Background: an optimization exercise with open tools, aiming at small area, a short achievable clock period and few clock cycles per item. Do not read the settings as production practice. In this exercise RTL edits were held to simulation tests only and were not proved equivalent to the original. Power is estimated from default activity; no workload was simulated.

// frame_index_extrapolation_mapper
module frame_index_extrapolation_mapper #(
    parameter int MAX_FRAMES = 65536
) (
    input  logic                                   aclk,
    input  logic                                   aresetn,
    input  logic                                   s_valid,
    output logic                                   s_ready,
    input  logic signed [fiem_pkg::FRAME_W-1:0]    s_frame_number,
    output logic                                   m_valid,
    input  logic                                   m_ready,
    output logic        [fiem_pkg::IDX_W-1:0]      m_stored_index,
    output logic                                   m_is_empty,
    input  logic                                   psel,
    input  logic                                   penable,
    input  logic                                   pwrite,
    input  logic        [fiem_pkg::ADDR_W-1:0]     paddr,
    input  logic        [fiem_pkg::DATA_W-1:0]     pwdata,
    output logic        [fiem_pkg::DATA_W-1:0]     prdata,
    output logic                                   pready
);
    logic [31:0] offset_reg;
    logic [16:0] count_reg;
    logic [1:0]  before_reg;
    logic [1:0]  after_reg;
    logic        cfg_write;
    logic [1:0]  reg_sel;
    assign pready    = 1'b1;
    assign cfg_write = psel && penable && pwrite;
    assign reg_sel   = paddr[3:2];
    always_ff @(posedge aclk) begin
        if (!aresetn) begin
            offset_reg <= '0;
            count_reg  <= '0;
            before_reg <= '0;
            after_reg  <= '0;
        end else if (cfg_write) begin
            case (reg_sel)
  ...
clock: 5.5 ns
lec_check: 0
cap_margin: 20
core_margin: 2
core_utilization: 65
setup_slack_margin: 1.9
slew_margin: 20
buffer_ports_args: -buffer_cell sky130_fd_sc_hd__buf_2
standard.sh (not shown) runs the stock make flow with config.mk's settings and CLKGATE_MAP_FILE= SYNTH_SCRIPT=/design/flow/synth_recipe.tcl, a recipe that flattens the netlist after the stock synthesis.
==> flow/flow/run.sh <==
#!/bin/bash
# Layout flow: the standard flow, with the port buffers made from buf_2 cells instead of the
# cell buffer_ports picks by itself (a delay cell on this platform). Every port still gets a
# buffer. Each tool's full output goes to flow_standard.log in the work folder.
set -euo pipefail
printf '\nexport BUFFER_PORTS_ARGS = -buffer_cell sky130_fd_sc_hd__buf_2\n' >> config.mk
bash standard.sh > flow_standard.log 2>&1
The first run completed without violations.
Testbench counts at the start, summed over its fixed seeds: cycles 30,727, items 12,000.
Change:
--- a/flow/design.v
+++ b/flow/design.v
@@ -71,17 +71,16 @@
             2'd2:    prdata = {30'd0, before_reg};
             default: prdata = {30'd0, after_reg};
         endcase
     end
     logic [16:0] cnt_c;
     logic [16:0] nd1_c;
     logic        cnt1_c;
     logic [16:0] nd1;           
-    logic [17:0] m3_0, m3_1;    
     logic [4:0]  nlen0m, nlen1m;  
     logic        cnt0;
     logic        pp_b, pp_a, none_b, none_a, hold_b, hold_a;
     assign cnt_c  = count_reg[16] ? 17'h10000 : count_reg;
     assign cnt1_c = (count_reg == 17'd1);
     assign nd1_c  = ~(cnt_c - 17'd1);
     logic [17:0] cor;
     logic [16:0] clead;
@@ -95,35 +94,35 @@
     for (genvar b = 0; b < 5; b++) begin : g_cpos
         logic [16:0] sel;
         for (genvar i = 0; i < 17; i++) begin : g_sel
             assign sel[i] = clead[i] && (((i >> b) & 1) == 1);
         end
         assign cpos[b] = |sel;
     end
     assign cpow2 = ((cnt_c & ~clead) == '0);
+    logic [16:0] cnt_r;
     logic [17:0] cnt3;
     always_ff @(posedge aclk) begin
         nd1    <= nd1_c;
-        cnt3   <= 18'(cnt_c) + {cnt_c, 1'b0};
-        m3_0   <= 18'd0 - cnt3;
-        m3_1   <= 18'd3 - cnt3;
+        cnt_r  <= cnt_c;
+        cnt3   <= 18'(cnt_r) + {cnt_r, 1'b0};
         nlen0m <= cpos;
         nlen1m <= cpos - 5'(cpow2);
         cnt0   <= (count_reg == 17'd0);
         pp_b   <= (before_reg == 2'd2) && !cnt1_c;
         pp_a   <= (after_reg  == 2'd2) && !cnt1_c;
         none_b <= (before_reg == 2'd0);
         none_a <= (after_reg  == 2'd0);
         hold_b <= (before_reg == 2'd3);
         hold_a <= (after_reg  == 2'd3);
     end
     logic adv;
-    logic skv;
-    assign adv = !skv;
+    logic mv;
+    assign adv = !mv || m_ready;
     logic        busy, last;
     logic        unit_take;    
     logic        p_take;       
     logic        q_take;       
     logic        v_p, v_q;
     assign unit_take = adv && (!busy || last);
     assign q_take    = unit_take;
     assign p_take    = adv && (!v_q || q_take);
@@ -244,17 +243,17 @@
             if (!busy || last) begin
                 r_u     <= first[17:2];
                 pair_u  <= first[1:0];
                 u_u     <= u_q;
                 j_u     <= jst;
                 last    <= (jst == 4'd0);
                 neg_u   <= neg_q;
                 pp_u    <= pp_q;
-                m3      <= pp_q ? m3_1 : m3_0;
+                m3      <= (pp_q ? 18'd3 : 18'd0) - cnt3;
                 after_u <= after_q;
             end else begin
                 r_u    <= r_next;
                 pair_u <= pair_next;
                 j_u    <= j_u - 4'd1;
                 last   <= (j_u == 4'd1);
             end
         end
@@ -287,32 +286,18 @@
     assign z_add1  = {z_cm1, 1'b1} + {~g_z, pp_z ? !neg_z : 1'b1};
     assign z_add   = z_flip ? z_add1 : z_add0;
     assign z_empty = cnt0 || (z_none && (neg_z || after_z));
     always_comb begin
         if (z_empty || (z_hold && neg_z)) z_idx = 16'd0;
         else if (z_hold && after_z)       z_idx = z_cm1;
         else                              z_idx = z_add[16:1];
     end
-    logic        mv;
     logic [16:0] m_data;
-    logic [16:0] sk_data;
-    logic        out_free;
-    logic        pv;
-    assign out_free = !mv || m_ready;
-    assign pv       = v_z && adv;
     always_ff @(posedge aclk) begin
-        if (!aresetn) begin
-            mv  <= 1'b0;
-            skv <= 1'b0;
-        end else if (out_free) begin
-            mv  <= skv || pv;
-            skv <= 1'b0;
-        end else begin
-            skv <= skv || pv;
-        end
-        if (out_free) m_data <= skv ? sk_data : {z_idx, z_empty};
-        if (!skv) sk_data <= {z_idx, z_empty};
+        if (!aresetn)  mv <= 1'b0;
+        else if (adv)  mv <= v_z;
+        if (adv) m_data <= {z_idx, z_empty};
     end
     assign m_valid        = mv;
     assign m_stored_index = m_data[16:1];
     assign m_is_empty     = m_data[0];
 endmodule
Utilization went down by 0.73 points.
Wire length falls by 2.0%.
Clock-buffer cell count increases by 3.
Power is lower by 7.6%.
Synthesized cell count falls by 3.7%.
Hold slack degrades by 0.0080 ns.
Setup slack is worse by 0.0066 ns.
Design area drops by 7.0%.
Global-route usage rose by 1.6 points.
Flip-flop and latch count went down by 37.
Via count shrinks by 1.3%.
Clock skew falls by 0.0062 ns.
Testbench counts after the change, summed over its fixed seeds: cycles 30,727, items 12,000.

## what the ideal ports hide
How much do the figures lean on ideal ports? The routed layouts below were timed once more, with nothing changed but the port constraints.
Step 1 (the two cells are an assumption about what drives the block):
set clk [get_ports {aclk}]
set_driving_cell -lib_cell sky130_fd_sc_hd__clkbuf_16 $clk
set_driving_cell -lib_cell sky130_fd_sc_hd__buf_2 [delete_from_list [all_inputs] $clk]
Step 2 adds t to the input delays and takes it off the output delays; t is the mean of the earliest and latest rising clock arrival at the registers after step 1. Input paths then give back, and output paths get back, about the clock's delay inside the block.
Three values: ideal ports, drivers, drivers and shift; two values: the first two.
run	t, ns	setup WS [ns]	worst setup path after step 2	clock arrival spread, ns	slew at the worst register clock pin (ns)
the first run	0.591	1.977 / 1.977 / 1.513	input to register	0.030 / 0.030	0.07 / 0.07
the second run	0.565	1.970 / 1.947 / 1.620	input to register	0.021 / 0.021	0.06 / 0.06
After both steps setup and hold are still met in every run listed. The setup slack of the first run, which loses most, moves by 0.000 ns with the drivers and by -0.464 ns with both steps.
